Background: an optimization exercise with open tools, aiming at small area, a short achievable clock period and few clock cycles. Do not read the settings as production practice. In this exercise RTL edits were held to simulation tests only and were not proved equivalent to the original.

`flow/design.v`:
```
package scm_pkg;
    localparam int ACC_W = 40;
    localparam logic [ACC_W-1:0] ACC_MAX = {ACC_W{1'b1}};
    localparam int SQ_IN_W = 20;
    localparam int Q15_W = 16;
    localparam logic [Q15_W-1:0] Q15_ONE = 16'h8000;
    localparam int FRAC_STEPS = 15;
    localparam int CLUSTER_W = 4;
    localparam int DIM_W = 4;
    localparam int ALPHA_W = 16;
    localparam logic [ALPHA_W-1:0] ALPHA_RESET = 16'd256;
    localparam int PADDR_W = 3;
    localparam logic REG_ALPHA = 1'b0;
    typedef enum logic
    {
        OP_LOAD  = 1'b0,
        OP_POINT = 1'b1
    } op_t;
endpackage
import scm_pkg::*;
module scm_div
#(
    parameter int W = 49
)
(
    input  logic             clk,
    input  logic             rst_n,
    input  logic             start,
    input  logic [W-1:0]     num,
    input  logic [W-1:0]     den,
    output logic             done,
    output logic [Q15_W-1:0] quot
);
    typedef enum logic [1:0]
    {
        D_IDLE,
        D_RUN,
        D_DONE
    } dstate_t;
    dstate_t          state_reg;
    logic [W-1:0]     rem_reg;
    logic [W-1:0]     den_reg;
    logic [Q15_W-1:0] q_reg;
    logic [3:0]       cnt_reg;
    logic [W:0]       rem2;
    logic             ge;
    assign rem2 = {rem_reg, 1'b0};
    assign ge   = rem2 >= {1'b0, den_reg};
    always_ff @(posedge clk or negedge rst_n)
    begin
        if (!rst_n)
        begin
            state_reg <= D_IDLE;
            cnt_reg   <= '0;
        end
        else
        begin
            case (state_reg)
                D_IDLE:
                begin
                    if (start)
                    begin
                        den_reg <= den;
                        rem_reg <= num;
                        cnt_reg <= '0;
                        if (den == '0)
                        begin
                            q_reg     <= '0;
                            state_reg <= D_DONE;
                        end
                        else if (num >= den)
                        begin
                            q_reg     <= Q15_ONE;
                            state_reg <= D_DONE;
                        end
                        else
                        begin
                            q_reg     <= '0;
                            state_reg <= D_RUN;
                        end
                    end
                end
                D_RUN:
                begin
                    rem_reg <= ge ? W'(rem2 - {1'b0, den_reg}) : W'(rem2);
                    q_reg   <= {q_reg[Q15_W-2:0], ge};
                    cnt_reg <= 4'(cnt_reg + 1'b1);
                    if (cnt_reg == 4'(FRAC_STEPS - 1))
                    begin
                        state_reg <= D_DONE;
                    end
                end
                D_DONE:
                begin
                    state_reg <= D_IDLE;
                end
                default:
                begin
                    state_reg <= D_IDLE;
                end
            endcase
        end
    end
    assign done = state_reg == D_DONE;
    assign quot = q_reg;
endmodule
import scm_pkg::*;
module soft_cluster_membership
#(
    parameter int NUM_CLUSTERS = 16,
    parameter int NUM_DIMS = 16,
    parameter int COORD_BITS = 16
)
(
    input  logic                  clk,
    input  logic                  rst_n,
    input  logic                  psel,
    input  logic                  penable,
    input  logic                  pwrite,
    input  logic [PADDR_W-1:0]    paddr,
    input  logic [31:0]           pwdata,
    output logic [31:0]           prdata,
    output logic                  pready,
    input  logic                  start,
    output logic                  busy,
    input  logic                  operation,
    input  logic [CLUSTER_W-1:0]  cluster,
    input  logic [DIM_W-1:0]      dim_index,
    input  logic [COORD_BITS-1:0] coord_value,
    input  logic                  last_coord,
    output logic                  result_valid,
    output logic [CLUSTER_W-1:0]  cluster_index,
    output logic [Q15_W-1:0]      membership,
    output logic                  last
);
    localparam int CW = $clog2(NUM_CLUSTERS);
    localparam int AW = $clog2(NUM_CLUSTERS * NUM_DIMS);
    localparam int SW = ACC_W + CW;
    localparam int NW = SW + 3;
    localparam int DW = SW + CW + 1;
    localparam int XW = COORD_BITS + 1;
    typedef enum logic [3:0]
    {
        S_IDLE,
        S_ARD,
        S_AMUL,
        S_AADD,
        S_SRD,
        S_SADD,
        S_NMIN,
        S_DEN,
        S_MRD,
        S_MNUM,
        S_MDIV
    } state_t;
    state_t                  state_reg;
    logic [CW-1:0]           j_reg;
    logic [DIM_W-1:0]        dim_reg;
    logic [COORD_BITS-1:0]   x_reg;
    logic                    last_pend_reg;
    logic [ACC_W-1:0]        sq_reg;
    logic [SW-1:0]           sum_reg;
    logic [ACC_W-1:0]        dmax_reg;
    logic signed [NW-1:0]    nmin_reg;
    logic [DW-1:0]           den_reg;
    logic [DW-1:0]           num_reg;
    logic                    div_start_reg;
    logic [ALPHA_W-1:0]      alpha_reg;
    logic                    strobe_reg;
    logic [CLUSTER_W-1:0]    idx_reg;
    logic [Q15_W-1:0]        mem_reg;
    logic                    out_last_reg;
    logic [COORD_BITS-1:0]   cent_mem [NUM_CLUSTERS*NUM_DIMS];
    logic [COORD_BITS-1:0]   cent_q;
    logic [ACC_W-1:0]        acc_mem [NUM_CLUSTERS];
    logic [ACC_W-1:0]        acc_q;
    logic [NUM_CLUSTERS-1:0] acc_vld_reg;
    logic                    vld_q;
    logic                    accept;
    logic                    load_ok;
    logic                    dim_ok;
    logic [AW-1:0]           wr_addr;
    logic [AW-1:0]           rd_addr;
    logic [ACC_W-1:0]        acc_eff;
    logic signed [XW-1:0]    diff;
    logic [63:0]             ad64;
    logic [ACC_W-1:0]        sq_val;
    logic [ACC_W:0]          acc_sum;
    logic [ACC_W-1:0]        acc_new;
    logic signed [NW-1:0]    two_a;
    logic signed [NW-1:0]    n_max;
    logic signed [NW-1:0]    n_cur;
    logic signed [NW-1:0]    t_den;
    logic                    j_end;
    logic                    div_done;
    logic [Q15_W-1:0]        div_quot;
    assign accept  = start && !busy;
    assign load_ok = (int'(cluster) < NUM_CLUSTERS) && (int'(dim_index) < NUM_DIMS);
    assign dim_ok  = int'(dim_index) < NUM_DIMS;
    assign wr_addr = AW'(int'(cluster) * NUM_DIMS + int'(dim_index));
    assign rd_addr = AW'(int'(j_reg) * NUM_DIMS + int'(dim_reg));
    assign j_end   = j_reg == CW'(NUM_CLUSTERS - 1);
    assign acc_eff = vld_q ? acc_q : '0;
    assign diff    = $signed({x_reg[COORD_BITS-1], x_reg})
                   - $signed({cent_q[COORD_BITS-1], cent_q});
    assign ad64    = diff[XW-1] ? 64'(-diff) : 64'(diff);
    assign sq_val  = (ad64 >= (64'd1 << SQ_IN_W)) ? ACC_MAX
                   : ACC_W'(ad64[SQ_IN_W-1:0] * ad64[SQ_IN_W-1:0]);
    assign acc_sum = {1'b0, acc_eff} + {1'b0, sq_reg};
    assign acc_new = acc_sum[ACC_W] ? ACC_MAX : acc_sum[ACC_W-1:0];
    assign two_a = $signed(NW'({alpha_reg, 9'b0}));
    assign n_max = two_a + $signed(NW'(sum_reg))
                 - $signed(NW'(dmax_reg) * NW'(NUM_CLUSTERS));
    assign n_cur = two_a + $signed(NW'(sum_reg))
                 - $signed(NW'(acc_eff) * NW'(NUM_CLUSTERS)) - nmin_reg;
    assign t_den = two_a - nmin_reg;
    always_ff @(posedge clk)
    begin
        if (accept && operation == OP_LOAD && load_ok)
        begin
            cent_mem[wr_addr] <= coord_value;
        end
        cent_q <= cent_mem[rd_addr];
    end
    always_ff @(posedge clk)
    begin
        if (state_reg == S_AADD)
        begin
            acc_mem[j_reg] <= acc_new;
        end
        acc_q <= acc_mem[j_reg];
    end
    always_ff @(posedge clk or negedge rst_n)
    begin
        if (!rst_n)
        begin
            acc_vld_reg <= '0;
            vld_q       <= 1'b0;
        end
        else
        begin
            vld_q <= acc_vld_reg[j_reg];
            if (state_reg == S_AADD)
            begin
                acc_vld_reg[j_reg] <= 1'b1;
            end
            else if (state_reg == S_MDIV && div_done)
            begin
                acc_vld_reg[j_reg] <= 1'b0;
            end
        end
    end
    always_ff @(posedge clk or negedge rst_n)
    begin
        if (!rst_n)
        begin
            alpha_reg <= ALPHA_RESET;
        end
        else if (psel && penable && pwrite && paddr[2] == REG_ALPHA)
        begin
            alpha_reg <= pwdata[ALPHA_W-1:0];
        end
    end
    assign pready = 1'b1;
    assign prdata = (paddr[2] == REG_ALPHA) ? 32'(alpha_reg) : '0;
    always_ff @(posedge clk or negedge rst_n)
    begin
        if (!rst_n)
        begin
            state_reg     <= S_IDLE;
            j_reg         <= '0;
            last_pend_reg <= 1'b0;
            div_start_reg <= 1'b0;
            strobe_reg    <= 1'b0;
            out_last_reg  <= 1'b0;
        end
        else
        begin
            strobe_reg    <= 1'b0;
            div_start_reg <= 1'b0;
            case (state_reg)
                S_IDLE:
                begin
                    if (accept && operation == OP_POINT)
                    begin
                        j_reg         <= '0;
                        dim_reg       <= dim_index;
                        x_reg         <= coord_value;
                        last_pend_reg <= last_coord;
                        sum_reg       <= '0;
                        dmax_reg      <= '0;
                        if (dim_ok)
                        begin
                            state_reg <= S_ARD;
                        end
                        else if (last_coord)
                        begin
                            state_reg <= S_SRD;
                        end
                    end
                end
                S_ARD:
                begin
                    state_reg <= S_AMUL;
                end
                S_AMUL:
                begin
                    sq_reg    <= sq_val;
                    state_reg <= S_AADD;
                end
                S_AADD:
                begin
                    if (j_end)
                    begin
                        j_reg     <= '0;
                        state_reg <= last_pend_reg ? S_SRD : S_IDLE;
                    end
                    else
                    begin
                        j_reg     <= CW'(j_reg + 1'b1);
                        state_reg <= S_ARD;
                    end
                end
                S_SRD:
                begin
                    state_reg <= S_SADD;
                end
                S_SADD:
                begin
                    sum_reg <= SW'(sum_reg + SW'(acc_eff));
                    if (acc_eff > dmax_reg)
                    begin
                        dmax_reg <= acc_eff;
                    end
                    if (j_end)
                    begin
                        j_reg     <= '0;
                        state_reg <= S_NMIN;
                    end
                    else
                    begin
                        j_reg     <= CW'(j_reg + 1'b1);
                        state_reg <= S_SRD;
                    end
                end
                S_NMIN:
                begin
                    nmin_reg  <= (n_max < 0) ? n_max : '0;
                    state_reg <= S_DEN;
                end
                S_DEN:
                begin
                    den_reg   <= DW'($unsigned(t_den)) * DW'(NUM_CLUSTERS);
                    state_reg <= S_MRD;
                end
                S_MRD:
                begin
                    state_reg <= S_MNUM;
                end
                S_MNUM:
                begin
                    num_reg       <= DW'($unsigned(n_cur));
                    div_start_reg <= 1'b1;
                    state_reg     <= S_MDIV;
                end
                S_MDIV:
                begin
                    if (div_done)
                    begin
                        strobe_reg   <= 1'b1;
                        idx_reg      <= CLUSTER_W'(j_reg);
                        mem_reg      <= div_quot;
                        out_last_reg <= j_end;
                        if (j_end)
                        begin
                            j_reg     <= '0;
                            state_reg <= S_IDLE;
                        end
                        else
                        begin
                            j_reg     <= CW'(j_reg + 1'b1);
                            state_reg <= S_MRD;
                        end
                    end
                end
                default:
                begin
                    state_reg <= S_IDLE;
                end
            endcase
        end
    end
    scm_div #(
        .W(DW)
    ) u_div (
        .clk   (clk),
        .rst_n (rst_n),
        .start (div_start_reg),
        .num   (num_reg),
        .den   (den_reg),
        .done  (div_done),
        .quot  (div_quot)
    );
    assign busy          = state_reg != S_IDLE;
    assign result_valid  = strobe_reg;
    assign cluster_index = idx_reg;
    assign membership    = mem_reg;
    assign last          = out_last_reg;
endmodule
```
`flow/run.sh`:
```
#!/bin/bash
# synth_recipe.tcl (not shown) runs the flow's synth.tcl, then flattens the netlist and writes it again
# the make line also repeats each setting of config.mk as NAME=value (left out here)
make -C /OpenROAD-flow-scripts/flow DESIGN_CONFIG=/design/flow/config.mk WORK_HOME=/design/flow/orfs CLKGATE_MAP_FILE= SYNTH_SCRIPT=/design/flow/synth_recipe.tcl finish
```
`flow/config.mk`:
```
export PLATFORM = sky130hd
export DESIGN_NAME = soft_cluster_membership
export DESIGN_NICKNAME = soft_cluster_membership
export VERILOG_FILES = /design/flow/design.v
export SDC_FILE = /design/flow/constraint.sdc
export NUM_CORES = 4
export LEC_CHECK = 0
export CAP_MARGIN = 20
export CORE_MARGIN = 2
export CORE_UTILIZATION = 40
export SLEW_MARGIN = 20
```
`flow/constraint.sdc`:
```
create_clock -name core_clock -period 12.0 [get_ports {clk}]
set_input_delay 2.4000 -clock core_clock [delete_from_list [all_inputs] [get_ports {clk}]]
set_output_delay 2.4000 -clock core_clock [all_outputs]
set_load 0.01 [all_outputs]
```
==> results.sh <==
export IMPL_core_area_um2=568000
export IMPL_async_flop_share_pct=0.970
export IMPL_finalSetupViolCount=0
export IMPL_grt_total_usage_pct=19.9
export IMPL_fin_nets=13598
export IMPL_synth_area_um2=228000
export IMPL_post_route_util_pct=45.4
export IMPL_drc=0
export IMPL_drive_above_1_share_pct=22.8
export IMPL_clock_skew_ns=0.0794
export IMPL_relSlewSlack_pct=23.2
export IMPL_drtPass1Iterations=7
export IMPL_avgSynthCellArea_um2=18.9
export IMPL_cp_max_fo=10
export IMPL_gr_total_overflow=0
export IMPL_cp_required_ns=12.76
export IMPL_max_cap_violations=0
export IMPL_cts_buffers=551
export IMPL_ys_flop_type="edfxtp_1"
export IMPL_start_util_pct=40.1
export IMPL_ys_warn_count=2
export IMPL_multi_input_area_um2=67200
export IMPL_layout_commonest_cell="edfxtp_1"
export IMPL_fin_setup_tns_ns=0
export IMPL_place_hpwl_mm=357
export IMPL_fmax_mhz=95.9
export IMPL_period_share_pct=86.9
export IMPL_crit_top_cell="fa_1"
export IMPL_min_path_type="reg2reg"
export IMPL_pin_count=123
export IMPL_path_class="reg2reg"
export IMPL_start_kind="flip-flop"
export IMPL_portBuffers=87
export IMPL_antenna_found_initial=35
export IMPL_postRouteAntennaNets=0
export IMPL_grt_pass1_vias=116216
export IMPL_grt_pass1_wl_mm=837
export IMPL_hold_buffers=0
export IMPL_die_y_um=758
export IMPL_clock_sinks=5256
export IMPL_final_seq_area_um2=157000
export IMPL_slowest_stage="xnor2_2"
export IMPL_finalCriticalPeriod_ns=10.43
export IMPL_clockBufferDepth=4
export IMPL_wl_per_cell_um=28.0
export IMPL_ys_types=95
export IMPL_maxSlewViolCount=0
export IMPL_wl_mm=580
export IMPL_cts_tree="done"
export IMPL_slowest_delay_ns=0.79
export IMPL_status="complete, no violations"
export IMPL_dieWidth_um=758
export IMPL_hold_viol=0
export IMPL_dr_total_vias=115677
export IMPL_syn_to_final_growth_pct=13.2
export IMPL_first_iter_violations=12470
export IMPL_clk_pin_slew_worst_paths_ns=0.06
export IMPL_insertion_delay_ns=1.06
export IMPL_cts_resized=0
export IMPL_yosysSeqAreaShare_pct=69.0
export IMPL_syn_inst=12064
export IMPL_grt_max_degree=174
export IMPL_rsz0062_at_grt="no"
export IMPL_synth_seq_cells=5256
export IMPL_crit_arrival_ns=11.18
export IMPL_largest_reg_flops=4096
export IMPL_dieArea_um2=575000
export IMPL_final_cell_mix="edfxtp_1 (5149), mux4_2 (1554), inv_1 (648)"
export IMPL_h_tree_depth=6
export IMPL_fill_cells=48104
export IMPL_synth_edff_count=5149
export IMPL_worst_slew_pin_slew_ns=1.15
export IMPL_post_cts_setup_buffers=0
export IMPL_routabilityCongestion=0.856
export IMPL_endpoint_kind="flip-flop"
export IMPL_clock_root_buffer="clkbuf_16"
export IMPL_rows=277
export IMPL_via_per_inst=5.59
[synthesized netlist by cell type, types with 17 or more instances]
cell	n	share of area, %
nand2_1	470	0.77
nand4_1	54	0.15
and3_1	50	0.14
and2_1	63	0.17
o211ai_1	17	0.056
xor2_1	107	0.41
mux4_2	1554	15
a21oi_1	348	0.76
o21ai_0	237	0.52
inv_1	648	1.1
a21o_1	193	0.64
xnor2_1	245	0.94
ha_1	542	3.0
fa_1	283	2.5
clkbuf_1	328	0.54
buf_4	21	0.069
mux2_2	18	0.089
nand3_1	84	0.18
a211oi_1	36	0.12
o21a_1	57	0.19
buf_1	90	0.15
a31oi_1	61	0.17
buf_2	71	0.16
nor4_1	29	0.080
dfrtp_1	50	0.55
edfxtp_1	5149	68
dfxtp_1	56	0.49
nor2b_1	105	0.29
nor3_1	92	0.20
nor2_1	641	1.1
o21bai_1	43	0.14
nand2b_1	67	0.18
[per-layer routing]
metal  vias to the layer above  GRT usage [%]  routed length [um]
li1                      49402              -                   -
met1                     61637           27.9              242000
met2                      3885           33.2              286000
met3                       737           2.63               37400
met4                        16           4.72               14400
met5                         -              0                 100
[worst max-delay path: cells and delay by family (launching register included)]
family	cells	cell delay (ns)
AO/OA/AOI/OAI	11	2.44
XOR/XNOR	3	0.98
adder cells (fa/ha/maj)	10	4.43
buffers and inverters	6	0.58
flip-flops	1	0.32
AND/OR/NAND/NOR	5	1.38
[final cells by class]
type                            count  area share, %
Sequential cell                  5256           60.9
Multi-Input combinational cell   5752           26.1
Clock buffer                      715           5.77
Tap cell                         7533           3.66
Timing Repair Buffer              489           1.63
Clock inverter                    264          0.985
Inverter                          656          0.958
Antenna cell                       16         0.0155
[per-stage QoR]
step | instance area, um^2 | hold slack, ns | std cells | setup slack (ns)
2_1_floorplan | 228000 | 0.400 | 12176 | 2.62
3_3_place_gp | 240000 | 0.419 | 19683 | 1.70
3_5_place_dp | 240000 | 0.412 | 19685 | 1.61
4_1_cts | 258000 | 0.425 | 20664 | 1.57
5_1_grt | 258000 | 0.440 | 20668 | 1.01
6_report | 258000 | 0.424 | 20681 | 1.57
[kinds of logic (layout without fill, tap and decap cells)]
| family | Yosys count | count (layout) | share of synthesized area (%) |
|---|---|---|---|
| AOI/OAI and AO/OA | 1147 | 1147 | 3.20 |
| xor gates and xnor gates | 354 | 354 | 1.37 |
| adders and majority gates | 825 | 825 | 5.47 |
| buffers and inverters | 1168 | 2124 | 2.01 |
| DFF | 5256 | 5256 | 69.0 |
| muxes | 1583 | 1583 | 15.5 |
| other | 2 | 130 | 0.00330 |
| and+or+nand+nor | 1729 | 1729 | 3.49 |
[worst paths after layout]
path	slack [ns]	from	to	cells after the start
worst max-delay path	1.57	x_reg[0]	sq_reg[28]	35
worst min-delay path	0.42	u_div.q_reg[15]	mem_reg[15]	0
worst max register to register	1.57	x_reg[0]	sq_reg[28]	35
worst min register to register	0.42	u_div.q_reg[15]	mem_reg[15]	0
min in group asynchronous	1.24	rst_n	alpha_reg[14]	1
max in group asynchronous	9.68	rst_n	j_reg[0]	2
Testbench counts, summed over its fixed seeds: cycles 107,720.

==> what the ideal ports hide <==
Ports are ideal in the flow. The routed layout listed here was re-timed in OpenROAD. Step 1 sets driving cells, clkbuf_16 on the clock port and buf_2 on the other inputs (assumed; they add their load-dependent delay and slew). Step 2 moves the port delays by t, midway between the first and last clock arrival at a register: inputs arrive t later, outputs are due t later. That takes back most of the time a late clock gives input paths. Slacks: ideal / step 1 / step 2; pairs: ideal / step 1.
t, ns: 1.166
setup slack, ns: 1.575 / 1.575 / 1.575
hold slack, ns: 0.424 / 0.424 / 0.424
slew at the worst register clock pin (ns): 0.07 / 0.07
cell pins on the clock port's net: 1
After both steps this run still meets setup and hold. For this run, drivers alone change the setup slack by 0.000 ns; drivers and shift together by 0.000 ns.
